From an optimization exercise on the open Yosys and OpenROAD flow, aimed at small area; shortcuts taken in it are not production practice. No run shown here included a check of the RTL's function; only the layout flow was run. No activity file was given, so power comes from the tool's default toggle rates. The flow treats the clock pin as an ideal source, which a real chip does not have.

$ cat flow/config.mk
export PLATFORM = sky130hd
export DESIGN_NAME = sobel_image_processor
export DESIGN_NICKNAME = sobel_image_processor
export VERILOG_FILES = /design/flow/design.v
export SDC_FILE = /design/flow/constraint.sdc
export NUM_CORES = 4
export LEC_CHECK = 0
export CAP_MARGIN = 20
export CORE_MARGIN = 2
export CORE_UTILIZATION = 60
export SLEW_MARGIN = 20
$ cat flow/constraint.sdc
create_clock -name core_clock -period 10.0 [get_ports {clk}]
set_input_delay 2.0000 -clock core_clock [delete_from_list [all_inputs] [get_ports {clk}]]
set_output_delay 2.0000 -clock core_clock [all_outputs]
set_load 0.01 [all_outputs]
$ cat flow/design.v
package sobel_pkg;
  localparam int PIX_W   = 8;     
  localparam int GRAD_W  = 11;    
  localparam int COEF_R  = 77;
  localparam int COEF_G  = 150;
  localparam int COEF_B  = 29;
  localparam int SAT_MAX = 255;   
  typedef logic [PIX_W-1:0] pix_t;
  typedef struct packed {
    pix_t r;
    pix_t g;
    pix_t b;
  } rgb_t;
  function automatic pix_t rgb_to_gray(input rgb_t p);
    logic [15:0] acc;
    acc = 16'(COEF_R) * 16'(p.r) + 16'(COEF_G) * 16'(p.g) + 16'(COEF_B) * 16'(p.b);
    rgb_to_gray = acc[15:8];
  endfunction
endpackage
module line_buffer
#(
  parameter int DEPTH = 100
) (
  input  logic clk,
  input  logic en,
  input  sobel_pkg::pix_t din,
  output sobel_pkg::pix_t dout
);
  sobel_pkg::pix_t mem [0:DEPTH-1];
  assign dout = mem[DEPTH-1];
  always_ff @(posedge clk) begin
    if (en) begin
      mem[0] <= din;
      for (int i = 1; i < DEPTH; i++) begin
        mem[i] <= mem[i-1];
      end
    end
  end
endmodule
module sobel_image_processor
#(
  parameter int WIDTH      = 100,
  parameter int DATA_WIDTH = 8
) (
  input  logic                    clk,
  input  logic                    rst_n,
  input  logic                    shift_en,
  input  logic [3*DATA_WIDTH-1:0] data_in,
  output logic [3*DATA_WIDTH-1:0] out_pixel
);
  localparam int COL_W = (WIDTH > 1) ? $clog2(WIDTH) : 1;
  logic [COL_W-1:0] col_reg;
  logic [1:0]       row_reg;
  always_ff @(posedge clk or negedge rst_n) begin
    if (!rst_n) begin
      col_reg <= '0;
      row_reg <= '0;
    end else if (shift_en) begin
      if (col_reg == COL_W'(WIDTH - 1)) begin
        col_reg <= '0;
        if (row_reg != 2'd3) row_reg <= row_reg + 2'd1;
      end else begin
        col_reg <= col_reg + 1'b1;
      end
    end
  end
  sobel_pkg::pix_t y_comb, y_reg;
  sobel_gray u_gray (.rgb(data_in), .y(y_comb));
  always_ff @(posedge clk) begin
    if (shift_en) y_reg <= ~y_comb;
  end
  sobel_pkg::pix_t w [3][3];
  sobel_pkg::pix_t lb_out [2];
  line_buffer #(.DEPTH(WIDTH - 3)) u_lb1 (
    .clk (clk), .en(shift_en), .din(w[0][2]), .dout(lb_out[0])
  );
  line_buffer #(.DEPTH(WIDTH - 3)) u_lb2 (
    .clk (clk), .en(shift_en), .din(w[1][2]), .dout(lb_out[1])
  );
  always_ff @(posedge clk) begin
    if (shift_en) begin
      w[0][0] <= y_reg;
      w[1][0] <= lb_out[0];
      w[2][0] <= lb_out[1];
      for (int r = 0; r < 3; r++) begin
        w[r][1] <= w[r][0];
        w[r][2] <= (r == 1) ? ~w[r][1] : w[r][1];
      end
    end
  end
  sobel_pkg::pix_t mag;
  sobel_mag u_mag (
    .n00(w[0][0]), .n01(w[0][1]), .n02(w[0][2]),
    .n10(w[1][0]), .n11(w[1][1]), .p12(w[1][2]),
    .p20(w[2][0]), .p21(w[2][1]), .p22(w[2][2]),
    .mag(mag)
  );
  logic valid;
  assign valid = ((col_reg >= COL_W'(4)) && (row_reg >= 2'd2)) ||
                 ((col_reg <  COL_W'(2)) && (row_reg == 2'd3));
  sobel_pkg::pix_t out_reg;
  always_ff @(posedge clk or negedge rst_n) begin
    if (!rst_n) begin
      out_reg <= '0;
    end else if (shift_en) begin
      out_reg <= valid ? mag : '0;
    end
  end
  assign out_pixel = {3{out_reg}};
endmodule
module sobel_gray (
  input  logic [23:0] rgb,
  output logic [7:0]  y
);
  logic [7:0] r, g, b;
  assign {r, g, b} = rgb;
  wire [8:0] rb;
  wire gs_1, gs_2, gs_3, gs_4, gs_5, gs_6, gs_7, gs_8, gs_9, gs_10, gs_11, gs_12, gs_13, gs_14, gs_15, gs_16;
  assign gs_1 = r[0] ^ b[0];
  assign gs_2 = r[0] & b[0];
  assign gs_3 = r[1] ^ b[1] ^ gs_2;
  assign gs_4 = (r[1] & b[1]) | (r[1] & gs_2) | (b[1] & gs_2);
  assign gs_5 = r[2] ^ b[2] ^ gs_4;
  assign gs_6 = (r[2] & b[2]) | (r[2] & gs_4) | (b[2] & gs_4);
  assign gs_7 = r[3] ^ b[3] ^ gs_6;
  assign gs_8 = (r[3] & b[3]) | (r[3] & gs_6) | (b[3] & gs_6);
  assign gs_9 = r[4] ^ b[4] ^ gs_8;
  assign gs_10 = (r[4] & b[4]) | (r[4] & gs_8) | (b[4] & gs_8);
  assign gs_11 = r[5] ^ b[5] ^ gs_10;
  assign gs_12 = (r[5] & b[5]) | (r[5] & gs_10) | (b[5] & gs_10);
  assign gs_13 = r[6] ^ b[6] ^ gs_12;
  assign gs_14 = (r[6] & b[6]) | (r[6] & gs_12) | (b[6] & gs_12);
  assign gs_15 = r[7] ^ b[7] ^ gs_14;
  assign gs_16 = (r[7] & b[7]) | (r[7] & gs_14) | (b[7] & gs_14);
  assign rb[0] = gs_1;
  assign rb[1] = gs_3;
  assign rb[2] = gs_5;
  assign rb[3] = gs_7;
  assign rb[4] = gs_9;
  assign rb[5] = gs_11;
  assign rb[6] = gs_13;
  assign rb[7] = gs_15;
  assign rb[8] = gs_16;
  wire [8:0] gb;
  wire gu_1, gu_2, gu_3, gu_4, gu_5, gu_6, gu_7, gu_8, gu_9, gu_10, gu_11, gu_12, gu_13, gu_14, gu_15, gu_16;
  assign gu_1 = g[0] ^ b[0];
  assign gu_2 = g[0] & b[0];
  assign gu_3 = g[1] ^ b[1] ^ gu_2;
  assign gu_4 = (g[1] & b[1]) | (g[1] & gu_2) | (b[1] & gu_2);
  assign gu_5 = g[2] ^ b[2] ^ gu_4;
  assign gu_6 = (g[2] & b[2]) | (g[2] & gu_4) | (b[2] & gu_4);
  assign gu_7 = g[3] ^ b[3] ^ gu_6;
  assign gu_8 = (g[3] & b[3]) | (g[3] & gu_6) | (b[3] & gu_6);
  assign gu_9 = g[4] ^ b[4] ^ gu_8;
  assign gu_10 = (g[4] & b[4]) | (g[4] & gu_8) | (b[4] & gu_8);
  assign gu_11 = g[5] ^ b[5] ^ gu_10;
  assign gu_12 = (g[5] & b[5]) | (g[5] & gu_10) | (b[5] & gu_10);
  assign gu_13 = g[6] ^ b[6] ^ gu_12;
  assign gu_14 = (g[6] & b[6]) | (g[6] & gu_12) | (b[6] & gu_12);
  assign gu_15 = g[7] ^ b[7] ^ gu_14;
  assign gu_16 = (g[7] & b[7]) | (g[7] & gu_14) | (b[7] & gu_14);
  assign gb[0] = gu_1;
  assign gb[1] = gu_3;
  assign gb[2] = gu_5;
  assign gb[3] = gu_7;
  assign gb[4] = gu_9;
  assign gb[5] = gu_11;
  assign gb[6] = gu_13;
  assign gb[7] = gu_15;
  assign gb[8] = gu_16;
  wire gy_1, gy_2, gy_3, gy_4, gy_5, gy_6, gy_7, gy_8, gy_9, gy_10, gy_11, gy_12, gy_13, gy_14, gy_15, gy_16, gy_17, gy_18, gy_19, gy_20, gy_21, gy_22, gy_23, gy_24, gy_25, gy_26, gy_27, gy_28, gy_29, gy_30, gy_31, gy_32, gy_33, gy_34, gy_35, gy_36, gy_37, gy_38, gy_39, gy_40, gy_41, gy_42, gy_43, gy_44, gy_45, gy_46, gy_47, gy_48, gy_49, gy_50, gy_51, gy_52, gy_53, gy_54, gy_55, gy_56, gy_57, gy_58, gy_59, gy_60, gy_61, gy_62, gy_63, gy_64, gy_65, gy_66, gy_67, gy_68, gy_69, gy_70, gy_71, gy_72, gy_73, gy_74, gy_75, gy_76, gy_77, gy_78, gy_79, gy_80, gy_81, gy_82, gy_83, gy_84, gy_85, gy_86, gy_87, gy_88, gy_89, gy_90, gy_91, gy_92, gy_93, gy_94, gy_95, gy_96, gy_97, gy_98, gy_99, gy_100, gy_101, gy_102, gy_103, gy_104, gy_105, gy_106, gy_107, gy_108, gy_109, gy_110, gy_111, gy_112;
  assign gy_1 = g[0] ^ rb[1];
  assign gy_2 = g[0] & rb[1];
  assign gy_3 = g[0] ^ g[1] ^ rb[2];
  assign gy_4 = (g[0] & g[1]) | (g[0] & rb[2]) | (g[1] & rb[2]);
  assign gy_5 = rb[0] ^ gy_2 ^ gy_3;
  assign gy_6 = (rb[0] & gy_2) | (rb[0] & gy_3) | (gy_2 & gy_3);
  assign gy_7 = g[1] ^ g[2] ^ rb[3];
  assign gy_8 = (g[1] & g[2]) | (g[1] & rb[3]) | (g[2] & rb[3]);
  assign gy_9 = rb[0] ^ rb[1] ^ gy_4;
  assign gy_10 = (rb[0] & rb[1]) | (rb[0] & gy_4) | (rb[1] & gy_4);
  assign gy_11 = gy_7 ^ gy_6 ^ gy_9;
  assign gy_12 = (gy_7 & gy_6) | (gy_7 & gy_9) | (gy_6 & gy_9);
  assign gy_13 = g[2] ^ g[3] ^ rb[4];
  assign gy_14 = (g[2] & g[3]) | (g[2] & rb[4]) | (g[3] & rb[4]);
  assign gy_15 = rb[1] ^ rb[2] ^ gb[0];
  assign gy_16 = (rb[1] & rb[2]) | (rb[1] & gb[0]) | (rb[2] & gb[0]);
  assign gy_17 = gy_8 ^ gy_13 ^ gy_15;
  assign gy_18 = (gy_8 & gy_13) | (gy_8 & gy_15) | (gy_13 & gy_15);
  assign gy_19 = gy_10 ^ gy_17 ^ gy_12;
  assign gy_20 = (gy_10 & gy_17) | (gy_10 & gy_12) | (gy_17 & gy_12);
  assign gy_21 = g[3] ^ g[4] ^ rb[5];
  assign gy_22 = (g[3] & g[4]) | (g[3] & rb[5]) | (g[4] & rb[5]);
  assign gy_23 = rb[2] ^ rb[3] ^ gb[1];
  assign gy_24 = (rb[2] & rb[3]) | (rb[2] & gb[1]) | (rb[3] & gb[1]);
  assign gy_25 = gy_14 ^ gy_16 ^ gy_21;
  assign gy_26 = (gy_14 & gy_16) | (gy_14 & gy_21) | (gy_16 & gy_21);
  assign gy_27 = gy_23 ^ gy_18 ^ gy_25;
  assign gy_28 = (gy_23 & gy_18) | (gy_23 & gy_25) | (gy_18 & gy_25);
  assign gy_29 = gy_27 ^ gy_20;
  assign gy_30 = gy_27 & gy_20;
  assign gy_31 = g[4] ^ g[5] ^ r[0];
  assign gy_32 = (g[4] & g[5]) | (g[4] & r[0]) | (g[5] & r[0]);
  assign gy_33 = gy_31 ^ rb[6] ^ rb[3];
  assign gy_34 = (gy_31 & rb[6]) | (gy_31 & rb[3]) | (rb[6] & rb[3]);
  assign gy_35 = rb[4] ^ gb[2] ^ gy_22;
  assign gy_36 = (rb[4] & gb[2]) | (rb[4] & gy_22) | (gb[2] & gy_22);
  assign gy_37 = gy_24 ^ gy_33 ^ gy_26;
  assign gy_38 = (gy_24 & gy_33) | (gy_24 & gy_26) | (gy_33 & gy_26);
  assign gy_39 = gy_35 ^ gy_28 ^ gy_37;
  assign gy_40 = (gy_35 & gy_28) | (gy_35 & gy_37) | (gy_28 & gy_37);
  assign gy_41 = gy_39 ^ gy_30;
  assign gy_42 = gy_39 & gy_30;
  assign gy_43 = g[5] ^ g[6] ^ r[1];
  assign gy_44 = (g[5] & g[6]) | (g[5] & r[1]) | (g[6] & r[1]);
  assign gy_45 = g[0] ^ gy_32 ^ gy_43;
  assign gy_46 = (g[0] & gy_32) | (g[0] & gy_43) | (gy_32 & gy_43);
  assign gy_47 = gy_45 ^ rb[7] ^ rb[4];
  assign gy_48 = (gy_45 & rb[7]) | (gy_45 & rb[4]) | (rb[7] & rb[4]);
  assign gy_49 = rb[5] ^ gb[3] ^ gy_34;
  assign gy_50 = (rb[5] & gb[3]) | (rb[5] & gy_34) | (gb[3] & gy_34);
  assign gy_51 = gy_47 ^ gy_36 ^ gy_49;
  assign gy_52 = (gy_47 & gy_36) | (gy_47 & gy_49) | (gy_36 & gy_49);
  assign gy_53 = gy_38 ^ gy_51 ^ gy_40;
  assign gy_54 = (gy_38 & gy_51) | (gy_38 & gy_40) | (gy_51 & gy_40);
  assign gy_55 = gy_53 ^ gy_42;
  assign gy_56 = gy_53 & gy_42;
  assign gy_57 = g[6] ^ g[7] ^ r[2];
  assign gy_58 = (g[6] & g[7]) | (g[6] & r[2]) | (g[7] & r[2]);
  assign gy_59 = g[1] ^ gy_44 ^ gy_57;
  assign gy_60 = (g[1] & gy_44) | (g[1] & gy_57) | (gy_44 & gy_57);
  assign gy_61 = gy_46 ^ gy_59 ^ rb[8];
  assign gy_62 = (gy_46 & gy_59) | (gy_46 & rb[8]) | (gy_59 & rb[8]);
  assign gy_63 = rb[5] ^ rb[6] ^ gb[4];
  assign gy_64 = (rb[5] & rb[6]) | (rb[5] & gb[4]) | (rb[6] & gb[4]);
  assign gy_65 = gy_48 ^ gy_61 ^ gy_63;
  assign gy_66 = (gy_48 & gy_61) | (gy_48 & gy_63) | (gy_61 & gy_63);
  assign gy_67 = gy_50 ^ gy_65 ^ gy_52;
  assign gy_68 = (gy_50 & gy_65) | (gy_50 & gy_52) | (gy_65 & gy_52);
  assign gy_69 = gy_67 ^ gy_54 ^ gy_56;
  assign gy_70 = (gy_67 & gy_54) | (gy_67 & gy_56) | (gy_54 & gy_56);
  assign gy_71 = g[7] ^ r[3] ^ g[2];
  assign gy_72 = (g[7] & r[3]) | (g[7] & g[2]) | (r[3] & g[2]);
  assign gy_73 = gy_58 ^ gy_71 ^ gy_60;
  assign gy_74 = (gy_58 & gy_71) | (gy_58 & gy_60) | (gy_71 & gy_60);
  assign gy_75 = gy_73 ^ rb[6] ^ rb[7];
  assign gy_76 = (gy_73 & rb[6]) | (gy_73 & rb[7]) | (rb[6] & rb[7]);
  assign gy_77 = gb[5] ^ gy_62 ^ gy_64;
  assign gy_78 = (gb[5] & gy_62) | (gb[5] & gy_64) | (gy_62 & gy_64);
  assign gy_79 = gy_75 ^ gy_66 ^ gy_77;
  assign gy_80 = (gy_75 & gy_66) | (gy_75 & gy_77) | (gy_66 & gy_77);
  assign gy_81 = gy_79 ^ gy_68 ^ gy_70;
  assign gy_82 = (gy_79 & gy_68) | (gy_79 & gy_70) | (gy_68 & gy_70);
  assign gy_83 = r[4] ^ g[3] ^ gy_72;
  assign gy_84 = (r[4] & g[3]) | (r[4] & gy_72) | (g[3] & gy_72);
  assign gy_85 = gy_83 ^ gy_74 ^ rb[7];
  assign gy_86 = (gy_83 & gy_74) | (gy_83 & rb[7]) | (gy_74 & rb[7]);
  assign gy_87 = rb[8] ^ gb[6] ^ gy_76;
  assign gy_88 = (rb[8] & gb[6]) | (rb[8] & gy_76) | (gb[6] & gy_76);
  assign gy_89 = gy_85 ^ gy_78 ^ gy_87;
  assign gy_90 = (gy_85 & gy_78) | (gy_85 & gy_87) | (gy_78 & gy_87);
  assign gy_91 = gy_80 ^ gy_89 ^ gy_82;
  assign gy_92 = (gy_80 & gy_89) | (gy_80 & gy_82) | (gy_89 & gy_82);
  assign gy_93 = r[5] ^ g[4] ^ gy_84;
  assign gy_94 = (r[5] & g[4]) | (r[5] & gy_84) | (g[4] & gy_84);
  assign gy_95 = gy_93 ^ rb[8] ^ gb[7];
  assign gy_96 = (gy_93 & rb[8]) | (gy_93 & gb[7]) | (rb[8] & gb[7]);
  assign gy_97 = gy_86 ^ gy_95 ^ gy_88;
  assign gy_98 = (gy_86 & gy_95) | (gy_86 & gy_88) | (gy_95 & gy_88);
  assign gy_99 = gy_90 ^ gy_97 ^ gy_92;
  assign gy_100 = (gy_90 & gy_97) | (gy_90 & gy_92) | (gy_97 & gy_92);
  assign gy_101 = r[6] ^ g[5] ^ gy_94;
  assign gy_102 = (r[6] & g[5]) | (r[6] & gy_94) | (g[5] & gy_94);
  assign gy_103 = gy_101 ^ gb[8] ^ gy_96;
  assign gy_104 = (gy_101 & gb[8]) | (gy_101 & gy_96) | (gb[8] & gy_96);
  assign gy_105 = gy_103 ^ gy_98 ^ gy_100;
  assign gy_106 = (gy_103 & gy_98) | (gy_103 & gy_100) | (gy_98 & gy_100);
  assign gy_107 = r[7] ^ g[6] ^ gy_102;
  assign gy_108 = (r[7] & g[6]) | (r[7] & gy_102) | (g[6] & gy_102);
  assign gy_109 = gy_107 ^ gy_104 ^ gy_106;
  assign gy_110 = (gy_107 & gy_104) | (gy_107 & gy_106) | (gy_104 & gy_106);
  assign gy_111 = g[7] ^ gy_108 ^ gy_110;
  assign gy_112 = (g[7] & gy_108) | (g[7] & gy_110) | (gy_108 & gy_110);
  assign y[0] = gy_69;
  assign y[1] = gy_81;
  assign y[2] = gy_91;
  assign y[3] = gy_99;
  assign y[4] = gy_105;
  assign y[5] = gy_109;
  assign y[6] = gy_111;
  assign y[7] = gy_112;
endmodule
module sobel_mag (
  input  logic [7:0] n00, n01, n02, n10, n11, p12, p20, p21, p22,
  output logic [7:0] mag
);
  wire [8:0] u;
  wire du_1, du_2, du_3, du_4, du_5, du_6, du_7, du_8, du_9, du_10, du_11, du_12, du_13, du_14, du_15, du_16, du_17, du_18;
  assign du_1 = p22[0] ^ n00[0] ^ 1'b1;
  assign du_2 = (p22[0] & n00[0]) | (p22[0] & 1'b1) | (n00[0] & 1'b1);
  assign du_3 = p22[1] ^ n00[1] ^ du_2;
  assign du_4 = (p22[1] & n00[1]) | (p22[1] & du_2) | (n00[1] & du_2);
  assign du_5 = p22[2] ^ n00[2] ^ du_4;
  assign du_6 = (p22[2] & n00[2]) | (p22[2] & du_4) | (n00[2] & du_4);
  assign du_7 = p22[3] ^ n00[3] ^ du_6;
  assign du_8 = (p22[3] & n00[3]) | (p22[3] & du_6) | (n00[3] & du_6);
  assign du_9 = p22[4] ^ n00[4] ^ du_8;
  assign du_10 = (p22[4] & n00[4]) | (p22[4] & du_8) | (n00[4] & du_8);
  assign du_11 = p22[5] ^ n00[5] ^ du_10;
  assign du_12 = (p22[5] & n00[5]) | (p22[5] & du_10) | (n00[5] & du_10);
  assign du_13 = p22[6] ^ n00[6] ^ du_12;
  assign du_14 = (p22[6] & n00[6]) | (p22[6] & du_12) | (n00[6] & du_12);
  assign du_15 = p22[7] ^ n00[7] ^ du_14;
  assign du_16 = (p22[7] & n00[7]) | (p22[7] & du_14) | (n00[7] & du_14);
  assign du_17 = 1'b1 ^ du_16;
  assign du_18 = 1'b1 & du_16;
  assign u[0] = du_1;
  assign u[1] = du_3;
  assign u[2] = du_5;
  assign u[3] = du_7;
  assign u[4] = du_9;
  assign u[5] = du_11;
  assign u[6] = du_13;
  assign u[7] = du_15;
  assign u[8] = du_17;
  wire [8:0] v;
  wire dv_1, dv_2, dv_3, dv_4, dv_5, dv_6, dv_7, dv_8, dv_9, dv_10, dv_11, dv_12, dv_13, dv_14, dv_15, dv_16, dv_17, dv_18;
  assign dv_1 = p20[0] ^ n02[0] ^ 1'b1;
  assign dv_2 = (p20[0] & n02[0]) | (p20[0] & 1'b1) | (n02[0] & 1'b1);
  assign dv_3 = p20[1] ^ n02[1] ^ dv_2;
  assign dv_4 = (p20[1] & n02[1]) | (p20[1] & dv_2) | (n02[1] & dv_2);
  assign dv_5 = p20[2] ^ n02[2] ^ dv_4;
  assign dv_6 = (p20[2] & n02[2]) | (p20[2] & dv_4) | (n02[2] & dv_4);
  assign dv_7 = p20[3] ^ n02[3] ^ dv_6;
  assign dv_8 = (p20[3] & n02[3]) | (p20[3] & dv_6) | (n02[3] & dv_6);
  assign dv_9 = p20[4] ^ n02[4] ^ dv_8;
  assign dv_10 = (p20[4] & n02[4]) | (p20[4] & dv_8) | (n02[4] & dv_8);
  assign dv_11 = p20[5] ^ n02[5] ^ dv_10;
  assign dv_12 = (p20[5] & n02[5]) | (p20[5] & dv_10) | (n02[5] & dv_10);
  assign dv_13 = p20[6] ^ n02[6] ^ dv_12;
  assign dv_14 = (p20[6] & n02[6]) | (p20[6] & dv_12) | (n02[6] & dv_12);
  assign dv_15 = p20[7] ^ n02[7] ^ dv_14;
  assign dv_16 = (p20[7] & n02[7]) | (p20[7] & dv_14) | (n02[7] & dv_14);
  assign dv_17 = 1'b1 ^ dv_16;
  assign dv_18 = 1'b1 & dv_16;
  assign v[0] = dv_1;
  assign v[1] = dv_3;
  assign v[2] = dv_5;
  assign v[3] = dv_7;
  assign v[4] = dv_9;
  assign v[5] = dv_11;
  assign v[6] = dv_13;
  assign v[7] = dv_15;
  assign v[8] = dv_17;
  wire [8:0] e;
  wire de_1, de_2, de_3, de_4, de_5, de_6, de_7, de_8, de_9, de_10, de_11, de_12, de_13, de_14, de_15, de_16, de_17, de_18;
  assign de_1 = p12[0] ^ n10[0] ^ 1'b1;
  assign de_2 = (p12[0] & n10[0]) | (p12[0] & 1'b1) | (n10[0] & 1'b1);
  assign de_3 = p12[1] ^ n10[1] ^ de_2;
  assign de_4 = (p12[1] & n10[1]) | (p12[1] & de_2) | (n10[1] & de_2);
  assign de_5 = p12[2] ^ n10[2] ^ de_4;
  assign de_6 = (p12[2] & n10[2]) | (p12[2] & de_4) | (n10[2] & de_4);
  assign de_7 = p12[3] ^ n10[3] ^ de_6;
  assign de_8 = (p12[3] & n10[3]) | (p12[3] & de_6) | (n10[3] & de_6);
  assign de_9 = p12[4] ^ n10[4] ^ de_8;
  assign de_10 = (p12[4] & n10[4]) | (p12[4] & de_8) | (n10[4] & de_8);
  assign de_11 = p12[5] ^ n10[5] ^ de_10;
  assign de_12 = (p12[5] & n10[5]) | (p12[5] & de_10) | (n10[5] & de_10);
  assign de_13 = p12[6] ^ n10[6] ^ de_12;
  assign de_14 = (p12[6] & n10[6]) | (p12[6] & de_12) | (n10[6] & de_12);
  assign de_15 = p12[7] ^ n10[7] ^ de_14;
  assign de_16 = (p12[7] & n10[7]) | (p12[7] & de_14) | (n10[7] & de_14);
  assign de_17 = 1'b1 ^ de_16;
  assign de_18 = 1'b1 & de_16;
  assign e[0] = de_1;
  assign e[1] = de_3;
  assign e[2] = de_5;
  assign e[3] = de_7;
  assign e[4] = de_9;
  assign e[5] = de_11;
  assign e[6] = de_13;
  assign e[7] = de_15;
  assign e[8] = de_17;
  wire [8:0] f;
  wire df_1, df_2, df_3, df_4, df_5, df_6, df_7, df_8, df_9, df_10, df_11, df_12, df_13, df_14, df_15, df_16, df_17, df_18;
  assign df_1 = p21[0] ^ n01[0] ^ 1'b1;
  assign df_2 = (p21[0] & n01[0]) | (p21[0] & 1'b1) | (n01[0] & 1'b1);
  assign df_3 = p21[1] ^ n01[1] ^ df_2;
  assign df_4 = (p21[1] & n01[1]) | (p21[1] & df_2) | (n01[1] & df_2);
  assign df_5 = p21[2] ^ n01[2] ^ df_4;
  assign df_6 = (p21[2] & n01[2]) | (p21[2] & df_4) | (n01[2] & df_4);
  assign df_7 = p21[3] ^ n01[3] ^ df_6;
  assign df_8 = (p21[3] & n01[3]) | (p21[3] & df_6) | (n01[3] & df_6);
  assign df_9 = p21[4] ^ n01[4] ^ df_8;
  assign df_10 = (p21[4] & n01[4]) | (p21[4] & df_8) | (n01[4] & df_8);
  assign df_11 = p21[5] ^ n01[5] ^ df_10;
  assign df_12 = (p21[5] & n01[5]) | (p21[5] & df_10) | (n01[5] & df_10);
  assign df_13 = p21[6] ^ n01[6] ^ df_12;
  assign df_14 = (p21[6] & n01[6]) | (p21[6] & df_12) | (n01[6] & df_12);
  assign df_15 = p21[7] ^ n01[7] ^ df_14;
  assign df_16 = (p21[7] & n01[7]) | (p21[7] & df_14) | (n01[7] & df_14);
  assign df_17 = 1'b1 ^ df_16;
  assign df_18 = 1'b1 & df_16;
  assign f[0] = df_1;
  assign f[1] = df_3;
  assign f[2] = df_5;
  assign f[3] = df_7;
  assign f[4] = df_9;
  assign f[5] = df_11;
  assign f[6] = df_13;
  assign f[7] = df_15;
  assign f[8] = df_17;
  wire [10:0] gx, gy;
  wire gx_1, gx_2, gx_3, gx_4, gx_5, gx_6, gx_7, gx_8, gx_9, gx_10, gx_11, gx_12, gx_13, gx_14, gx_15, gx_16, gx_17, gx_18, gx_19, gx_20, gx_21, gx_22, gx_23, gx_24, gx_25, gx_26, gx_27, gx_28, gx_29, gx_30, gx_31, gx_32, gx_33, gx_34, gx_35, gx_36, gx_37, gx_38;
  assign gx_1 = 1'b1 ^ u[0] ^ ~v[0];
  assign gx_2 = (1'b1 & u[0]) | (1'b1 & ~v[0]) | (u[0] & ~v[0]);
  assign gx_3 = u[1] ^ ~v[1] ^ e[0];
  assign gx_4 = (u[1] & ~v[1]) | (u[1] & e[0]) | (~v[1] & e[0]);
  assign gx_5 = gx_2 ^ gx_3;
  assign gx_6 = gx_2 & gx_3;
  assign gx_7 = u[2] ^ ~v[2] ^ e[1];
  assign gx_8 = (u[2] & ~v[2]) | (u[2] & e[1]) | (~v[2] & e[1]);
  assign gx_9 = gx_4 ^ gx_7 ^ gx_6;
  assign gx_10 = (gx_4 & gx_7) | (gx_4 & gx_6) | (gx_7 & gx_6);
  assign gx_11 = u[3] ^ ~v[3] ^ e[2];
  assign gx_12 = (u[3] & ~v[3]) | (u[3] & e[2]) | (~v[3] & e[2]);
  assign gx_13 = gx_8 ^ gx_11 ^ gx_10;
  assign gx_14 = (gx_8 & gx_11) | (gx_8 & gx_10) | (gx_11 & gx_10);
  assign gx_15 = u[4] ^ ~v[4] ^ e[3];
  assign gx_16 = (u[4] & ~v[4]) | (u[4] & e[3]) | (~v[4] & e[3]);
  assign gx_17 = gx_12 ^ gx_15 ^ gx_14;
  assign gx_18 = (gx_12 & gx_15) | (gx_12 & gx_14) | (gx_15 & gx_14);
  assign gx_19 = u[5] ^ ~v[5] ^ e[4];
  assign gx_20 = (u[5] & ~v[5]) | (u[5] & e[4]) | (~v[5] & e[4]);
  assign gx_21 = gx_16 ^ gx_19 ^ gx_18;
  assign gx_22 = (gx_16 & gx_19) | (gx_16 & gx_18) | (gx_19 & gx_18);
  assign gx_23 = u[6] ^ ~v[6] ^ e[5];
  assign gx_24 = (u[6] & ~v[6]) | (u[6] & e[5]) | (~v[6] & e[5]);
  assign gx_25 = gx_20 ^ gx_23 ^ gx_22;
  assign gx_26 = (gx_20 & gx_23) | (gx_20 & gx_22) | (gx_23 & gx_22);
  assign gx_27 = u[7] ^ ~v[7] ^ e[6];
  assign gx_28 = (u[7] & ~v[7]) | (u[7] & e[6]) | (~v[7] & e[6]);
  assign gx_29 = gx_24 ^ gx_27 ^ gx_26;
  assign gx_30 = (gx_24 & gx_27) | (gx_24 & gx_26) | (gx_27 & gx_26);
  assign gx_31 = ~u[8] ^ v[8] ^ e[7];
  assign gx_32 = (~u[8] & v[8]) | (~u[8] & e[7]) | (v[8] & e[7]);
  assign gx_33 = gx_28 ^ gx_31 ^ gx_30;
  assign gx_34 = (gx_28 & gx_31) | (gx_28 & gx_30) | (gx_31 & gx_30);
  assign gx_35 = ~e[8] ^ gx_32 ^ gx_34;
  assign gx_36 = (~e[8] & gx_32) | (~e[8] & gx_34) | (gx_32 & gx_34);
  assign gx_37 = 1'b1 ^ gx_36;
  assign gx_38 = 1'b1 & gx_36;
  assign gx[0] = gx_1;
  assign gx[1] = gx_5;
  assign gx[2] = gx_9;
  assign gx[3] = gx_13;
  assign gx[4] = gx_17;
  assign gx[5] = gx_21;
  assign gx[6] = gx_25;
  assign gx[7] = gx_29;
  assign gx[8] = gx_33;
  assign gx[9] = gx_35;
  assign gx[10] = gx_37;
  wire gy_1, gy_2, gy_3, gy_4, gy_5, gy_6, gy_7, gy_8, gy_9, gy_10, gy_11, gy_12, gy_13, gy_14, gy_15, gy_16, gy_17, gy_18, gy_19, gy_20, gy_21, gy_22, gy_23, gy_24, gy_25, gy_26, gy_27, gy_28, gy_29, gy_30, gy_31, gy_32, gy_33, gy_34, gy_35, gy_36, gy_37, gy_38;
  assign gy_1 = u[0] ^ v[0];
  assign gy_2 = u[0] & v[0];
  assign gy_3 = u[1] ^ v[1] ^ f[0];
  assign gy_4 = (u[1] & v[1]) | (u[1] & f[0]) | (v[1] & f[0]);
  assign gy_5 = gy_2 ^ gy_3;
  assign gy_6 = gy_2 & gy_3;
  assign gy_7 = u[2] ^ v[2] ^ f[1];
  assign gy_8 = (u[2] & v[2]) | (u[2] & f[1]) | (v[2] & f[1]);
  assign gy_9 = gy_4 ^ gy_7 ^ gy_6;
  assign gy_10 = (gy_4 & gy_7) | (gy_4 & gy_6) | (gy_7 & gy_6);
  assign gy_11 = u[3] ^ v[3] ^ f[2];
  assign gy_12 = (u[3] & v[3]) | (u[3] & f[2]) | (v[3] & f[2]);
  assign gy_13 = gy_8 ^ gy_11 ^ gy_10;
  assign gy_14 = (gy_8 & gy_11) | (gy_8 & gy_10) | (gy_11 & gy_10);
  assign gy_15 = u[4] ^ v[4] ^ f[3];
  assign gy_16 = (u[4] & v[4]) | (u[4] & f[3]) | (v[4] & f[3]);
  assign gy_17 = gy_12 ^ gy_15 ^ gy_14;
  assign gy_18 = (gy_12 & gy_15) | (gy_12 & gy_14) | (gy_15 & gy_14);
  assign gy_19 = u[5] ^ v[5] ^ f[4];
  assign gy_20 = (u[5] & v[5]) | (u[5] & f[4]) | (v[5] & f[4]);
  assign gy_21 = gy_16 ^ gy_19 ^ gy_18;
  assign gy_22 = (gy_16 & gy_19) | (gy_16 & gy_18) | (gy_19 & gy_18);
  assign gy_23 = u[6] ^ v[6] ^ f[5];
  assign gy_24 = (u[6] & v[6]) | (u[6] & f[5]) | (v[6] & f[5]);
  assign gy_25 = gy_20 ^ gy_23 ^ gy_22;
  assign gy_26 = (gy_20 & gy_23) | (gy_20 & gy_22) | (gy_23 & gy_22);
  assign gy_27 = u[7] ^ v[7] ^ f[6];
  assign gy_28 = (u[7] & v[7]) | (u[7] & f[6]) | (v[7] & f[6]);
  assign gy_29 = gy_24 ^ gy_27 ^ gy_26;
  assign gy_30 = (gy_24 & gy_27) | (gy_24 & gy_26) | (gy_27 & gy_26);
  assign gy_31 = ~u[8] ^ ~v[8] ^ f[7];
  assign gy_32 = (~u[8] & ~v[8]) | (~u[8] & f[7]) | (~v[8] & f[7]);
  assign gy_33 = gy_28 ^ gy_31 ^ gy_30;
  assign gy_34 = (gy_28 & gy_31) | (gy_28 & gy_30) | (gy_31 & gy_30);
  assign gy_35 = ~f[8] ^ gy_32 ^ gy_34;
  assign gy_36 = (~f[8] & gy_32) | (~f[8] & gy_34) | (gy_32 & gy_34);
  assign gy_37 = 1'b1 ^ gy_36;
  assign gy_38 = 1'b1 & gy_36;
  assign gy[0] = gy_1;
  assign gy[1] = gy_5;
  assign gy[2] = gy_9;
  assign gy[3] = gy_13;
  assign gy[4] = gy_17;
  assign gy[5] = gy_21;
  assign gy[6] = gy_25;
  assign gy[7] = gy_29;
  assign gy[8] = gy_33;
  assign gy[9] = gy_35;
  assign gy[10] = gy_37;
  wire [9:0] ax, ay;
  assign ax = gx[9:0] ^ {10{gx[10]}};
  assign ay = gy[9:0] ^ {10{gy[10]}};
  wire [8:0] sum;
  wire sm_1, sm_2, sm_3, sm_4, sm_5, sm_6, sm_7, sm_8, sm_9, sm_10, sm_11, sm_12, sm_13, sm_14, sm_15, sm_16, sm_17, sm_18, sm_19, sm_20, sm_21, sm_22, sm_23, sm_24, sm_25, sm_26, sm_27, sm_28, sm_29, sm_30, sm_31, sm_32, sm_33, sm_34;
  assign sm_1 = ax[0] ^ ay[0] ^ gx[10];
  assign sm_2 = (ax[0] & ay[0]) | (ax[0] & gx[10]) | (ay[0] & gx[10]);
  assign sm_3 = gy[10] ^ sm_1;
  assign sm_4 = gy[10] & sm_1;
  assign sm_5 = ax[1] ^ ay[1] ^ sm_2;
  assign sm_6 = (ax[1] & ay[1]) | (ax[1] & sm_2) | (ay[1] & sm_2);
  assign sm_7 = sm_4 ^ sm_5;
  assign sm_8 = sm_4 & sm_5;
  assign sm_9 = ax[2] ^ ay[2] ^ sm_6;
  assign sm_10 = (ax[2] & ay[2]) | (ax[2] & sm_6) | (ay[2] & sm_6);
  assign sm_11 = sm_8 ^ sm_9;
  assign sm_12 = sm_8 & sm_9;
  assign sm_13 = ax[3] ^ ay[3] ^ sm_10;
  assign sm_14 = (ax[3] & ay[3]) | (ax[3] & sm_10) | (ay[3] & sm_10);
  assign sm_15 = sm_12 ^ sm_13;
  assign sm_16 = sm_12 & sm_13;
  assign sm_17 = ax[4] ^ ay[4] ^ sm_14;
  assign sm_18 = (ax[4] & ay[4]) | (ax[4] & sm_14) | (ay[4] & sm_14);
  assign sm_19 = sm_16 ^ sm_17;
  assign sm_20 = sm_16 & sm_17;
  assign sm_21 = ax[5] ^ ay[5] ^ sm_18;
  assign sm_22 = (ax[5] & ay[5]) | (ax[5] & sm_18) | (ay[5] & sm_18);
  assign sm_23 = sm_20 ^ sm_21;
  assign sm_24 = sm_20 & sm_21;
  assign sm_25 = ax[6] ^ ay[6] ^ sm_22;
  assign sm_26 = (ax[6] & ay[6]) | (ax[6] & sm_22) | (ay[6] & sm_22);
  assign sm_27 = sm_24 ^ sm_25;
  assign sm_28 = sm_24 & sm_25;
  assign sm_29 = ax[7] ^ ay[7] ^ sm_26;
  assign sm_30 = (ax[7] & ay[7]) | (ax[7] & sm_26) | (ay[7] & sm_26);
  assign sm_31 = sm_28 ^ sm_29;
  assign sm_32 = sm_28 & sm_29;
  assign sm_33 = sm_30 ^ sm_32;
  assign sm_34 = sm_30 & sm_32;
  assign sum[0] = sm_3;
  assign sum[1] = sm_7;
  assign sum[2] = sm_11;
  assign sum[3] = sm_15;
  assign sum[4] = sm_19;
  assign sum[5] = sm_23;
  assign sum[6] = sm_27;
  assign sum[7] = sm_31;
  assign sum[8] = sm_33;
  assign mag = (sum[8] | (|ax[9:8]) | (|ay[9:8])) ? 8'd255 : sum[7:0];
endmodule
$ cat flow/flow/run.sh
#!/bin/bash
# Layout flow: the standard flow (standard.sh) with three changes.
#  1. After the standard synthesis, fa_polarity.py picks for every full-adder
#     cell its plain or its dual form (FA(~a,~b,~c) = ~FA(a,b,c)) so that the
#     netlist needs fewer inverters; registers are not touched.
#  2. Clock tree synthesis runs without dummy loads.
#  3. Ports are buffered with sky130_fd_sc_hd__buf_1.
# Each tool's output goes to a log of its own in this folder.
set -euo pipefail
source flow/settings.sh
bash standard.sh synth > standard_synth.log 2>&1
R=orfs/results/sky130hd/sobel_image_processor/base
cp $R/1_2_yosys.v $R/1_2_yosys_standard.v
python3 flow/fa_polarity.py $R/1_2_yosys_standard.v $R/1_2_yosys.v > fa_polarity.log 2>&1
rm -f $R/1_synth.odb $R/1_synth.sdc
bash standard.sh finish > standard_finish.log 2>&1
$ cat flow/flow/fa_polarity.py
#!/usr/bin/env python3
"""Remove inverters around full adders in a Yosys netlist.

A full adder is self-dual: FA(~a, ~b, ~c) = (~sum, ~cout). Yosys's adder
extraction often leaves inverters on full-adder pins. This pass picks, for
each sky130 fa_1 cell, whether to use it as is or in its dual form, so as to
need as few inverters as possible, and rebuilds the inverters accordingly.
The circuit's function is unchanged; no register is touched.

usage: fa_polarity.py IN.v OUT.v
"""
import re
import sys
from collections import defaultdict

INV = "sky130_fd_sc_hd__inv_1"
FA_PREFIX = "sky130_fd_sc_hd__fa_"
OUT_PINS = {"X", "Y", "Q", "Q_N", "SUM", "COUT", "HI", "LO"}

src = open(sys.argv[1]).read()

# ---- parse the single module ----
m = re.search(r"^module\s+(\S+)\s*\((.*?)\);", src, re.S | re.M)
cell_re = re.compile(r"^\s*(sky130_fd_sc_hd__\w+)\s+(\S+)\s*\((.*?)\);\s*$", re.S | re.M)
pin_re = re.compile(r"\.(\w+)\(([^()]*)\)")

cells = {}      # name -> [type, {pin: net}, span]
order = []
for cm in cell_re.finditer(src):
    typ, name, body = cm.group(1), cm.group(2), cm.group(3)
    pins = {p: n.strip() for p, n in pin_re.findall(body)}
    cells[name] = [typ, pins, cm.span()]
    order.append(name)

# nets referenced outside cells (assigns, ports) count as fixed-polarity loads
outside = src
for name in reversed(order):
    s, e = cells[name][2]
    outside = outside[:s] + outside[e:]
def norm(n):
    return n.strip()
ext_refs = set()
assigns = "\n".join(re.findall(r"^\s*assign\s.*?;", outside, re.S | re.M))
for tok in re.findall(r"(\\\S+\s|[A-Za-z_][\w$]*(?:\[\d+\])?)", assigns + " " + m.group(2)):
    ext_refs.add(tok.strip())
ext_refs.discard("assign")

driver = {}
loads = defaultdict(list)   # net -> [(cell, pin)]
for name, (typ, pins, _) in cells.items():
    for p, n in pins.items():
        if p in OUT_PINS:
            driver[n] = (name, p)
        else:
            loads[n].append((name, p))

def is_inv(c):
    return cells[c][0] == INV

def base_of(net):
    """(base net, inverted) following inverter chains"""
    inv = False
    seen = 0
    while net in driver and is_inv(driver[net][0]) and seen < 8:
        net = cells[driver[net][0]][1]["A"]
        inv = not inv
        seen += 1
    return net, inv

fas = [c for c in order if cells[c][0].startswith(FA_PREFIX)]
fa_set = set(fas)

# base signals touched: inputs (via inverters) and outputs of FAs
# For each base signal: list of load references (cell, pin, inverted_now)
# An inverter-output net that is referenced externally is treated as fixed.
bases = set()
for f in fas:
    pins = cells[f][1]
    for p in ("A", "B", "CIN"):
        bases.add(base_of(pins[p])[0])
    for p in ("SUM", "COUT"):
        bases.add(pins[p])

# skip bases whose inverter tree has something unusual (inverter outputs
# referenced outside cells, or non-inv_1 inverters)
def inv_tree_ok(b, depth=0):
    for (c, p) in loads[b]:
        if is_inv(c):
            y = cells[c][1]["Y"]
            if y in ext_refs or depth > 3:
                return False
            if not inv_tree_ok(y, depth + 1):
                return False
    return True
bases = {b for b in bases if inv_tree_ok(b)}

def collect(b):
    """all non-inverter loads of base b: (cell, pin, inv)"""
    res = []
    inv_cells = []
    stack = [(b, False)]
    while stack:
        net, inv = stack.pop()
        for (c, p) in loads[net]:
            if is_inv(c):
                inv_cells.append(c)
                stack.append((cells[c][1]["Y"], not inv))
            else:
                res.append((c, p, inv))
    return res, inv_cells

info = {b: collect(b) for b in bases}
ext_inv_need = {}   # base -> (needs_true, needs_inv) from external refs
for b in bases:
    t = b in ext_refs or b.split('[')[0].lstrip('\\') in ext_refs or b.split('[')[0] in ext_refs
    ext_inv_need[b] = t

flip = {f: False for f in fas}
drv_fa = {}
for b in bases:
    if b in driver and driver[b][0] in fa_set:
        drv_fa[b] = driver[b][0]

def base_cost(b):
    x = flip[drv_fa[b]] if b in drv_fa else False
    need_inv = False
    if ext_inv_need[b] and x:
        need_inv = True
    for (c, p, inv) in info[b][0]:
        want = inv
        if c in fa_set and flip[c]:
            want = not want
        if want != x:
            need_inv = True
            break
    return 1 if need_inv else 0

fa_bases = defaultdict(set)
for b in bases:
    if b in drv_fa:
        fa_bases[drv_fa[b]].add(b)
    for (c, p, inv) in info[b][0]:
        if c in fa_set:
            fa_bases[c].add(b)

before = sum(base_cost(b) for b in bases)
import random, math
rng = random.Random(1)
cur = before
best = cur
best_flip = dict(flip)
steps = 40000
for step in range(steps):
    T = 2.0 * (1 - step / steps) + 0.01
    f = fas[rng.randrange(len(fas))]
    bs = fa_bases[f]
    c0 = sum(base_cost(b) for b in bs)
    flip[f] = not flip[f]
    c1 = sum(base_cost(b) for b in bs)
    d = c1 - c0
    if d <= 0 or rng.random() < math.exp(-d / T):
        cur += d
        if cur < best:
            best = cur
            best_flip = dict(flip)
    else:
        flip[f] = not flip[f]
flip.update(best_flip)
after = sum(base_cost(b) for b in bases)
old_invs = set()
for b in bases:
    old_invs.update(info[b][1])
sys.stderr.write(f"fa_polarity: {len(fas)} full adders, {sum(flip.values())} flipped; "
                 f"inverters on these signals {len(old_invs)} -> {after} (model {before})\n")

# ---- rewrite ----
# new pin connections
newpin = defaultdict(dict)   # cell -> {pin: net}
new_invs = []                # (name, in, out)
k = 0
for b in sorted(bases):
    x = flip[drv_fa[b]] if b in drv_fa else False
    needs = []
    for (c, p, inv) in info[b][0]:
        want = inv ^ (c in fa_set and flip[c])
        needs.append((c, p, want != x))
    ext_bad = ext_inv_need[b] and x
    if ext_bad:
        # rename: the driver now makes the complement, so give the driver a
        # new net and rebuild b with an inverter
        c, p = driver[b]
        phys = f"fapol_n{k}"; k += 1
        newpin[c][p] = phys
        new_invs.append((f"fapol_i{k}", phys, b)); k += 1
        for (c2, p2, ninv) in needs:
            # loads want true value (b) if not ninv; physical is inverted
            newpin[c2][p2] = b if ninv else phys
        continue
    if any(n for (_, _, n) in needs):
        y = f"fapol_n{k}"; k += 1
        new_invs.append((f"fapol_i{k}", b, y)); k += 1
    for (c, p, ninv) in needs:
        newpin[c][p] = y if ninv else b

def esc(n):
    return n + " " if n.startswith("\\") else n

out = src
# delete old inverters and patch cells, from the end to keep spans valid
edits = []
for name in order:
    typ, pins, (s, e) = cells[name]
    if name in old_invs:
        edits.append((s, e, ""))
    elif name in newpin or (typ.startswith(FA_PREFIX) and flip[name]):
        p2 = dict(pins)
        p2.update(newpin.get(name, {}))
        body = ",\n".join(f"    .{p}({esc(n)})" for p, n in p2.items())
        edits.append((s, e, f"  {typ} {name} (\n{body}\n  );"))
for s, e, t in sorted(edits, reverse=True):
    out = out[:s] + t + out[e:]
decl = "".join(f"  wire {y};\n" for (_, a, y) in new_invs if y.startswith("fapol_n")) + \
       "".join(f"  wire {a};\n" for (_, a, y) in new_invs if a.startswith("fapol_n"))
insts = "".join(f"  {INV} {n} (\n    .A({esc(a)}),\n    .Y({esc(y)})\n  );\n" for (n, a, y) in new_invs)
pos = out.rfind("endmodule")
out = out[:pos] + decl + insts + out[pos:]
open(sys.argv[2], "w").write(out)
$ cat flow/flow/settings.sh
# Settings for run.sh, read by the ORFS make through the environment.
export CTS_ARGS="-sink_clustering_enable -repair_clock_nets -dont_use_dummy_load -sink_buffer_max_cap_derate 0.5 -buf_list sky130_fd_sc_hd__clkbuf_16"
export BUFFER_PORTS_ARGS="-buffer_cell sky130_fd_sc_hd__buf_1"
$ cat flow/standard.sh
#!/bin/bash
# synth_recipe.tcl (not shown) runs the flow's synth.tcl, then flattens the netlist and writes it again
# the make line also repeats each setting of config.mk as NAME=value (left out here)
make -C /OpenROAD-flow-scripts/flow DESIGN_CONFIG=/design/flow/config.mk WORK_HOME=/design/flow/orfs CLKGATE_MAP_FILE= SYNTH_SCRIPT=/design/flow/synth_recipe.tcl "${@:-finish}"
==> impl_metrics.toml, run 1 <==
[die]
core.rowCount = 109
die_x_um = 302.0
core_sq_mm = 0.08824
io_pins = 51
die_h_um = 302.0
dieArea_sq_mm = 0.09119
start_util_pct = 60.38

[power_and_ir_drop]
powerDensity_mw_per_mm2 = 270.5
p_int_w = 0.01208
combinationalPowerShare_pct = 17.2
sw_frac_of_total_pct = 24.35
ir_drop_uv = 299.2
pwr-share-seq_pct = 52.3
clkPwrFrac_pct = 30.6
switchingPower_w = 0.003887
power.leakage_nw = 20.01

[sta]
fmax_mhz = 104.4
setup-tns-final_ns = 0
fin_crit_ns = 9.579
hold_viol = 0
finalSetupViolCount = 0
slew_violations = 0
max_slew.worst_pin.slew_ns = 0.9624
post-route-period-util_pct = 95.79
clock_skew_ns = 0.05758
slew_headroom_pct = 35.84
rsz0062_at_grt = "false"

[logic_synthesis]
netlist_area_sq_mm = 0.05327
yosysWarnings = 6
syn_avg_cell_area_sq_um = 26.97
syn-instance-count = 1975
syn_nets = 2154

[min_path]
min_path_type = "reg2reg"
hold_path_end = "u_lb1.mem[3][1]"
whs_path_depth = 0
worstHoldStart = "u_lb1.mem[2][1]"

[clocking]
clk_latency_ns = 0.73
root_buffer = "clkbuf_16"
cts_made_buffers = 157
cts_tree = "yes"
holdBufCountCts = 0
clk_pin_slew_ns = 0.06
post_cts.repair.setup_buffers = 0
clockBufferDepth = 3
cts.sinks = 1649
cts_max_level = 4

[routing]
post_drt_wl_per_cell_um = 19.69
drt_iter0_drc = 1634
via_per_inst = 5.374
dr.pass1.iters = 5
postRouteWirelength_mm = 65.96
vias = 18000
route.detailed.drc = 0
ant_nets = 0

[cells_and_area]
fin_nets = 2366
top_regs = "u_lb1.mem (776), u_lb2.mem (776), w (72)"
fin_cells = 3350
area_growth_pct = 10.79
diodes = 0
drive_gt1_share_pct = 9.016

[grt]
grt_pass1_vias = 18100
overflow = 0
grt_first_pass_wirelength_mm = 102.2
antenna_found_initial = 5
track_usage_pct = 14.72
grt_max_degree = 187

[critical_path]
critPathMaxFanout = 8
critPathKind = "reg2reg"
r2r_slack_ns = 0.42
cp_slowest_cell = "fa_1"
crit_path_start_kind = "register"
cp_data_arrival_time_ns = 10.10
cpMostUsedCell = "fa_1"
cpPeakStageDelay_ns = 0.51
r2r-start = "w[0][0]"
worstRegToRegCells = 31
end_kind = "register"
worstPathRequired_ns = 10.52
r2r-end = "out_reg[2]"

[placement]
numPortBuffers = 50
gp_congestion = 0.7606
dp.final_hpwl_mm = 32.39
dp_cells = 3193

[run]
drv_cap = 0

[status]
outcome = "finished clean"
==> layer usage <==
| metal | GRT usage, % | share of wire [%] | vias to the layer above |
|---|---|---|---|
| met5 | 0 | 0 | - |
| met4 | 5.681 | 2.3 | 0 |
| met3 | 3.318 | 4.0 | 119 |
| met2 | 18.91 | 41 | 324 |
| met1 | 24.84 | 52 | 9547 |
| li1 | - | - | 8013 |
==> timing repair <==
item | CTS | global route
gates resized for setup | 2 | 12
pin swaps | 1 | 2
endpoints found under the setup margin | 8 | 8
==> cell type report <==
| cell class | count | area [sq um] |
|---|---|---|
| flip-flops and latches | 1649 | 49430 |
| repair buffers | 73 | 459.2 |
| well taps | 1165 | 1458 |
| multi-input cells | 237 | 3488 |
| clock buffers | 157 | 3929 |
| inverters | 69 | 259.0 |
| fillers | 5401 | 29210 |
==> power groups by stage <==
| stage | registers [W] | logic (W) | clock network (W) |
|---|---|---|---|
| after floorplan | 0.00838 | 0.00187 | 0 |
| after global placement | 0.00848 | 0.00260 | 0 |
| after detailed placement | 0.00848 | 0.00263 | 0 |
| after CTS | 0.00835 | 0.00268 | 0.00507 |
| after global routing | 0.00838 | 0.00316 | 0.00532 |
| final | 0.00834 | 0.00274 | 0.00488 |
==> worst max-delay path: cells and delay by family, from the launching register on <==
family                   cells  cell delay [ns]
AO/OA/AOI/OAI                2             0.26
XOR/XNOR                     3             0.44
adder cells (fa/ha/maj)     20             7.82
buffers and inverters        5             0.31
flip-flops                   1             0.39
AND/OR/NAND/NOR              1             0.14
==> cells in the final DEF, fill, tap and decap left out, types with 2 or more instances in the layout <==
cell	instances
ha_1	26
buf_1	49
inv_1	68
mux2i_1	3
xor2_1	9
dfrtp_1	17
fa_2	7
buf_12	7
and3b_1	2
nand2_1	4
buf_6	2
edfxtp_1	1632
buf_4	14
fa_1	119
nor2_2	3
xnor2_1	14
nor3b_1	2
clkbuf_16	157
nand2b_1	4
nor2_1	8
nand4_1	3
a21oi_1	4
o22ai_1	8
o21ai_0	6
==> how the worst max path moves through the flow <==
stage | slack (ns) | startpoint | endpoint
CTS | 0.006 | w[2][0] | out_reg[3]
finish | 0.42 | w[0][0] | out_reg[2]
global placement | 0.05 | w[2][0] | out_reg[7]
detailed placement | -0.14 | w[6][0] | out_reg[3]
floorplan | 0.32 | w[6][0] | out_reg[0]
global route | 0.02 | w[2][0] | out_reg[3]
==> metrics by stage <==
stage	util, %	setup WS, ns	hold slack, ns	cell area, sq um	total power (W)
finish	66.89	0.4211	0.3784	59030	0.01596
global route	66.89	0.01962	0.3848	59030	0.01686
CTS	66.84	0.006344	0.3827	58980	0.01610
detailed placement	62.38	-0.1354	0.4045	55040	0.01111
global placement	62.38	0.04955	0.4026	55040	0.01108
floorplan	-	0.3228	0.4003	53270	0.01025
==> run 2: changes to the inputs <==
==> flow/flow/settings.sh (replaced) <==
# Settings for run.sh, read by the ORFS make through the environment.
export CTS_ARGS="-sink_clustering_enable -repair_clock_nets -dont_use_dummy_load -sink_clustering_size 32 -sink_clustering_max_diameter 90 -buf_list sky130_fd_sc_hd__clkbuf_16"
export BUFFER_PORTS_ARGS="-buffer_cell sky130_fd_sc_hd__buf_1"
==> impl_metrics.toml, run 2 <==
[status]
outcome = "finished clean"

[grt]
overflow = 0
grt_first_pass_wirelength_mm = 97.24
antenna_found_initial = 5
grt_util_met3_pct = 2.126
met2_usage_pct = 18.51
gr-usage-met1_pct = 24.01
track_usage_pct = 13.70
grt_pass1_vias = 16950
grt_max_degree = 187
busiest_layer = "met1"

[logic_synthesis]
yosysWarnings = 6
netlist_area_sq_mm = 0.05327
syn_nets = 2154
syn-instance-count = 1975
syn_avg_cell_area_sq_um = 26.97

[critical_path]
crit_path_start_kind = "register"
critPathKind = "reg2reg"
critPathTopFamily = "adder cells"
cp_data_arrival_time_ns = 9.99
cp_slowest_cell = "fa_1"
worstPathRequired_ns = 10.46
end_kind = "register"
critPathBufInv = 6
cpMostUsedCell = "fa_1"
cpPeakStageDelay_ns = 0.53
critPathMaxFanout = 8

[placement]
post_dp_cell_area_sq_mm = 0.05504
dpl_worst_slack_ns = -0.1354
gp_congestion = 0.7606
dp.final_hpwl_mm = 32.39
dp_cells = 3193
numPortBuffers = 50

[cells_and_area]
regArea_sq_mm = 0.04943
area_growth_pct = 6.174
diodes = 0
top_regs = "u_lb1.mem (776), u_lb2.mem (776), w (72)"
layout_commonest_cell = "edfxtp_1"
design_area_sq_mm = 0.05656
fillCellCount = 5637
fin_cells = 3253
mostFrequentLayoutCells = "edfxtp_1, fa_1, inv_1"
fin_nets = 2269
multiInputGateArea_sq_mm = 0.003486
drive_gt1_share_pct = 4.741

[clocking]
clk_pin_slew_ns = 0.11
cts_tree = "yes"
cts_made_buffers = 58
cts_max_level = 2
cts.sinks = 1649
clockBufferDepth = 3
root_buffer = "clkbuf_16"
clk_latency_ns = 0.65
holdBufCountCts = 0

[run]
drv_cap = 0

[power_and_ir_drop]
ir_drop_uv = 295.9
sw_frac_of_total_pct = 25.11
powerDensity_mw_per_mm2 = 244.4
power.leakage_nw = 18.80
switchingPower_w = 0.003471
totalPowerFinal_w = 0.01382
pwr-share-seq_pct = 60.2
p_int_w = 0.01035
combinationalPowerShare_pct = 19.6
clkPwrFrac_pct = 20.2

[routing]
dr.pass1.iters = 5
postRouteWirelength_mm = 63.12
route.detailed.drc = 0
drt_iter0_drc = 1750
post_drt_wl_per_cell_um = 19.40
via_per_inst = 5.345
vias = 17390
ant_nets = 0

[die]
core_sq_mm = 0.08824
die_x_um = 302.0
die_h_um = 302.0
core.rowCount = 109
io_pins = 51
dieArea_sq_mm = 0.09119
start_util_pct = 60.38

[sta]
finalSetupViolCount = 0
slew_violations = 0
setup-tns-final_ns = 0
slew_headroom_pct = 31.21
hold_viol = 0
fmax_mhz = 104.9
fin_ws_ns = 0.4649
max_slew.worst_pin.slew_ns = 1.032
post-route-period-util_pct = 95.35
fin_crit_ns = 9.535
clock_skew_ns = 0.05363
rsz0062_at_grt = "false"

[min_path]
min_path_type = "reg2reg"
## run 2: changes by cell type in the layout (fill, tap and decap cells not counted), sizes merged
cell,change
clkbuf,-99
buf,+2
## run 2: repair_timing
action	in CTS	in global routing
endpoints found under the setup margin	8	8
hold endpoints to repair	0	0
pin swaps	0	2
setup buffers	0	1
gates resized for setup	3	10
## run 2: metal layers
layer  wire length, um  up-vias
met5                 0        -
met4              1040        0
met3              2085       78
met2             26560      206
met1             33430     9293
li1                  -     7811
## run 2: path summary, 6_finish.rpt
path	from	to	slack, ns	cells after the start
setup reg to reg	w[2][0]	out_reg[2]	0.46	32
hold / removal	u_lb1.mem[94][6]	u_lb1.mem[95][6]	0.38	0
max in group asynchronous	rst_n	out_reg[2]	8.36	2
hold reg to reg	u_lb1.mem[94][6]	u_lb1.mem[95][6]	0.38	0
setup / recovery	w[2][0]	out_reg[2]	0.46	32
min in group asynchronous	rst_n	col_reg[1]	1.20	1
## run 2: worst register-to-register path, delay by kind of cell (launching register included)
family | cells | cell delay, ns
adder cells (fa/ha/maj) | 20 | 7.73
XOR/XNOR | 3 | 0.44
flip-flops | 1 | 0.40
buffers and inverters | 6 | 0.39
AO/OA/AOI/OAI | 2 | 0.24
AND/OR/NAND/NOR | 1 | 0.15
## run 2: cell type report
type | instances | area share (%)
well taps | 1165 | 2.577
multi-input cells | 237 | 6.163
repair buffers | 75 | 0.8450
clock buffers | 58 | 2.566
flip-flops and latches | 1649 | 87.39
inverters | 69 | 0.4579
## run 2: power groups by stage
stage	sequential, W	clock (W)	combinational [W]
after floorplan	0.00838	0	0.00187
after global placement	0.00848	0	0.00260
after detailed placement	0.00848	0	0.00263
after CTS	0.00834	0.00295	0.00268
after global routing	0.00837	0.00315	0.00312
final	0.00832	0.00279	0.00271
## run 2: metrics by stage
| stage | hold slack (ns) | util (%) |
|---|---|---|
| 2_1_floorplan | 0.4003 | - |
| 3_3_place_gp | 0.4026 | 62.38 |
| 3_5_place_dp | 0.4045 | 62.38 |
| 4_1_cts | 0.3777 | 64.03 |
| 5_1_grt | 0.3824 | 64.10 |
| 6_report | 0.3801 | 64.10 |
==> run 3: changes to the inputs <==
==> flow/flow/settings.sh (replaced) <==
# Settings for run.sh, read by the ORFS make through the environment.
export CTS_ARGS="-sink_clustering_enable -repair_clock_nets -dont_use_dummy_load -sink_clustering_size 36 -sink_clustering_max_diameter 70 -buf_list sky130_fd_sc_hd__clkbuf_16"
export BUFFER_PORTS_ARGS="-buffer_cell sky130_fd_sc_hd__buf_1"
==> impl_metrics.toml, run 3 <==
[clocking]
clk_latency_ns = 0.68
cts_tree = "yes"
root_buffer = "clkbuf_16"
cts_max_level = 2
cts_made_buffers = 59
clk_pin_slew_ns = 0.12
cts.sinks = 1649
clockBufferDepth = 3

[critical_path]
end_kind = "register"
cp_slowest_cell = "fa_1"
cpMostUsedCell = "fa_1"
cp_data_arrival_time_ns = 10.05
critPathKind = "reg2reg"
cpPeakStageDelay_ns = 0.53
critPathMaxFanout = 8
crit_path_start_kind = "register"
worstPathRequired_ns = 10.47

[status]
outcome = "finished clean"

[cells_and_area]
fillCellCount = 5634
fin_nets = 2269
diodes = 0
top_regs = "u_lb1.mem (776), u_lb2.mem (776), w (72)"
post-route-util_pct = 64.13
mostFrequentLayoutCells = "edfxtp_1, fa_1, inv_1"
fin_cells = 3253
layout_commonest_cell = "edfxtp_1"
drive_gt1_share_pct = 4.885
area_growth_pct = 6.214

[placement]
gp_congestion = 0.7606
dp_cells = 3193
dp.final_hpwl_mm = 32.39
numPortBuffers = 50

[power_and_ir_drop]
powerDensity_mw_per_mm2 = 245.5
power.leakage_nw = 18.81
ir_drop_uv = 296.7
totalPowerFinal_w = 0.01389

[sta]
fmax_mhz = 104.4
post-route-period-util_pct = 95.78
max_slew.worst_pin.slew_ns = 0.9686
slew_headroom_pct = 35.43
clock_skew_ns = 0.06055
slew_violations = 0
finalSetupViolCount = 0
fin_crit_ns = 9.578
hold_viol = 0

[grt]
track_usage_pct = 13.80
grt_pass1_vias = 16960
antenna_found_initial = 5
overflow = 0
grt_first_pass_wirelength_mm = 97.59
grt_max_degree = 187

[routing]
post_drt_wl_per_cell_um = 19.48
postRouteWirelength_mm = 63.37
via_per_inst = 5.346
vias = 17390
drt_iter0_drc = 1692
route.detailed.drc = 0
dr.pass1.iters = 5
ant_nets = 0

[logic_synthesis]
syn-instance-count = 1975
syn_avg_cell_area_sq_um = 26.97
netlist_area_sq_mm = 0.05327
syn_nets = 2154
yosysWarnings = 6

[die]
core.rowCount = 109
die_h_um = 302.0
die_x_um = 302.0
dieArea_sq_mm = 0.09119
io_pins = 51
start_util_pct = 60.38
core_sq_mm = 0.08824

[min_path]
min_path_type = "reg2reg"

[run]
drv_cap = 0
## run 3: power breakdown
| group | switching (W) | internal (W) |
|---|---|---|
| clock network | 0.00176 | 0.00106 |
| registers | 0.000198 | 0.00813 |
| logic | 0.00155 | 0.00119 |
| total | 0.00351 | 0.0104 |
## run 3: path summary, 6_finish.rpt
kind                                    end             start  depth (start not counted)  slack (ns)
max                              out_reg[2]           w[2][0]                         32        0.42
min                        u_lb2.mem[14][7]  u_lb2.mem[13][7]                          0        0.36
max reg2reg                      out_reg[2]           w[2][0]                         32        0.42
min reg2reg                u_lb2.mem[14][7]  u_lb2.mem[13][7]                          0        0.36
max in group asynchronous        out_reg[2]             rst_n                          1        7.95
min in group asynchronous        col_reg[0]             rst_n                          1        1.45
## run 3: through the flow
step	area, sq um	hold slack (ns)	TNS (ns)	setup WS [ns]
2_1_floorplan	53270	0.4003	0	0.3228
3_3_place_gp	55040	0.4026	0	0.04955
3_5_place_dp	55040	0.4045	-0.9471	-0.1354
4_1_cts	56530	0.3598	0	0.05776
5_1_grt	56590	0.3524	-0.04112	-0.02961
6_report	56590	0.3584	0	0.4222
## run 3: layer usage
metal	wire [um]	track usage, %	part of all wire (%)	vias to the layer above
li1	-	-	-	7817
met3	2041	2.104	3.2	76
met5	0	0	0	-
met4	1160	3.359	1.8	0
met1	33510	24.13	53	9303
met2	26660	18.55	42	193
## run 3: cell type report
cell class,count,area [sq um],area share (%)
Clock buffer,59,1476,2.609
Inverter,69,259.0,0.4577
Multi-Input combinational cell,237,3493,6.174
Sequential cell,1649,49430,87.36
Tap cell,1165,1458,2.576
Timing Repair Buffer,74,466.7,0.8248
## run 3: repair_timing
action	in CTS	in global routing
endpoints found under the setup margin	8	8
resized for setup	4	12
pin swaps	1	2
buffers inserted	1	0
hold buffers	0	0
gates cloned	0	0
## run 3: critical path, delay by kind of cell (launching register included)
family,cells,cell delay (ns)
AO/OA/AOI/OAI,2,0.25
XOR/XNOR,3,0.44
adder cells (fa/ha/maj),20,7.72
buffers and inverters,6,0.38
flip-flops,1,0.41
AND/OR/NAND/NOR,1,0.15
==> run 4: changes to the inputs <==
--- a/flow/config.mk
+++ b/flow/config.mk
@@ -7,5 +7,5 @@
 export LEC_CHECK = 0
 export CAP_MARGIN = 20
 export CORE_MARGIN = 2
-export CORE_UTILIZATION = 60
+export CORE_UTILIZATION = 55
 export SLEW_MARGIN = 20
==> impl_metrics.toml, run 4 <==
[grt]
grt_first_pass_wirelength_mm = 100.4
track_usage_pct = 13.06
grt_pass1_vias = 17340
grt_max_degree = 219
antenna_found_initial = 1
overflow = 0

[critical_path]
cpMostUsedCell = "fa_2"
worstPathRequired_ns = 10.44
cp_slowest_cell = "fa_2"
cpPeakStageDelay_ns = 0.55
critPathKind = "reg2reg"
r2r-start = "w[6][0]"
crit_path_start_kind = "register"
end_kind = "register"
critPathMaxFanout = 8
crit_start = "w[6][0]"
critPathBufInv = 7
critPathTopFamily = "adder cells"
cp_data_arrival_time_ns = 9.98

[die]
die_x_um = 315.2
start_util_pct = 55.33
dieArea_sq_mm = 0.09937
die_h_um = 315.2
core.rowCount = 114
core_sq_mm = 0.09628
io_pins = 51

[power_and_ir_drop]
powerDensity_mw_per_mm2 = 248.0
totalPowerFinal_w = 0.01415
power.leakage_nw = 18.97
ir_drop_uv = 297.8

[routing]
route.detailed.drc = 0
ant_nets = 0
vias = 17420
via_per_inst = 5.157
drt_iter0_drc = 2002
dr.pass1.iters = 5
post_drt_wl_per_cell_um = 19.10
postRouteWirelength_mm = 64.51

[sta]
fin_crit_ns = 9.535
holdWs_ns = 0.3476
clock_skew_ns = 0.06796
slew_violations = 0
fmax_mhz = 104.9
fin_ws_ns = 0.4646
rsz0062_at_grt = "false"
post-route-period-util_pct = 95.35
finalSetupViolCount = 0
setup-tns-final_ns = 0
slew_headroom_pct = 26.12
hold_viol = 0
max_slew.worst_pin.slew_ns = 1.108

[status]
outcome = "finished clean"

[logic_synthesis]
netlist_area_sq_mm = 0.05327
syn-instance-count = 1975
yosysWarnings = 6
syn_avg_cell_area_sq_um = 26.97
syn_nets = 2154

[clocking]
clk_pin_slew_ns = 0.11
holdBufCountCts = 0
clockBufferDepth = 3
clk_latency_ns = 0.62
cts_tree = "yes"
cts_made_buffers = 72
root_buffer = "clkbuf_16"
cts_max_level = 3
cts.sinks = 1649

[placement]
dp_cells = 3304
dp.final_hpwl_mm = 33.23
dpl_worst_slack_ns = -0.04985
gp_congestion = 0.7415
numPortBuffers = 50

[cells_and_area]
fin_cells = 3378
fin_nets = 2283
mostFrequentLayoutCells = "edfxtp_1, fa_1, clkbuf_16"
area_growth_pct = 7.072
multiInputGateArea_sq_mm = 0.003466
regArea_sq_mm = 0.04943
fillCellCount = 6647
top_regs = "u_lb1.mem (776), u_lb2.mem (776), w (72)"
diodes = 0
drive_gt1_share_pct = 5.376
layout_commonest_cell = "edfxtp_1"

[run]
drv_cap = 0

[min_path]
min_path_type = "reg2reg"
worstHoldStart = "u_lb1.mem[91][6]"
==> run 4: cell count changes in the layout (fill, tap and decap cells not counted), sizes merged <==
cell	delta
clkbuf	+13
buf	+1
==> run 4: routing by layer <==
layer	part of all wire, %	routed length (um)	GRT usage [%]
met4	2.1	1376	3.442
met5	0	0	0
met1	53	33920	22.13
met3	3.3	2098	2.315
met2	42	27110	17.67
==> run 4: report_power, final <==
group	internal (W)	switching, W	leakage [nW]	total, W
Combinational	0.00119	0.00153	1.91	0.00272
Clock	0.00130	0.00180	0.887	0.00310
Sequential	0.00813	0.000201	16.2	0.00833
==> run 4: final timing paths <==
kind	endpoint	slack [ns]	depth (start not counted)
max	out_reg[4]	0.46	33
max in group asynchronous	out_reg[1]	7.95	1
min reg2reg	u_lb1.mem[92][6]	0.35	0
min	u_lb1.mem[92][6]	0.35	0
max reg2reg	out_reg[4]	0.46	33
min in group asynchronous	col_reg[4]	1.44	1
==> run 4: repair_timing <==
| action | CTS | global route |
|---|---|---|
| pin swaps | 0 | 1 |
| gates resized for setup | 2 | 10 |
| endpoints found under the setup margin | 8 | 8 |
| setup buffers | 1 | 0 |
==> run 4: layout make-up <==
type	instances	share of cell area, %
flip-flops and latches	1649	86.66
repair buffers	75	0.8533
inverters	69	0.4540
well taps	1276	2.799
clock buffers	72	3.159
multi-input cells	237	6.076
==> run 4: through the flow <==
| stage | instance area [sq um] | utilization [%] |
|---|---|---|
| 2_1_floorplan | 53270 | - |
| 6_report | 57040 | 59.25 |
| 3_3_place_gp | 55180 | 57.31 |
| 4_1_cts | 56990 | 59.19 |
| 5_1_grt | 57040 | 59.25 |
| 3_5_place_dp | 55180 | 57.31 |

-- afterwards: timing with drivers on the ports --
The results above use ideal ports. As a check the final layouts listed here were re-extracted and re-timed, cells and wires unchanged. Step 1 sets driving cells, clkbuf_16 on the clock port and buf_2 on the other inputs (assumed; they add their load-dependent delay and slew). Step 2 also shifts input and output timing later by t, the mid clock arrival at the registers, as if the neighbouring blocks saw the same clock. a / b / c = ideal ports / drivers / drivers and shift; a / b = the first two.
| run | shift t [ns] | slack for setup (ns) |
|---|---|---|
| run 1 | 0.768 | 0.421 / 0.421 / -0.012 |
| run 2 | 0.689 | 0.465 / 0.465 / 0.038 |
| run 3 | 0.714 | 0.422 / 0.422 / 0.041 |
| run 4 | 0.666 | 0.465 / 0.465 / -0.002 |
With both steps, setup timing fails in run 1 and run 4, where it was met with ideal ports.
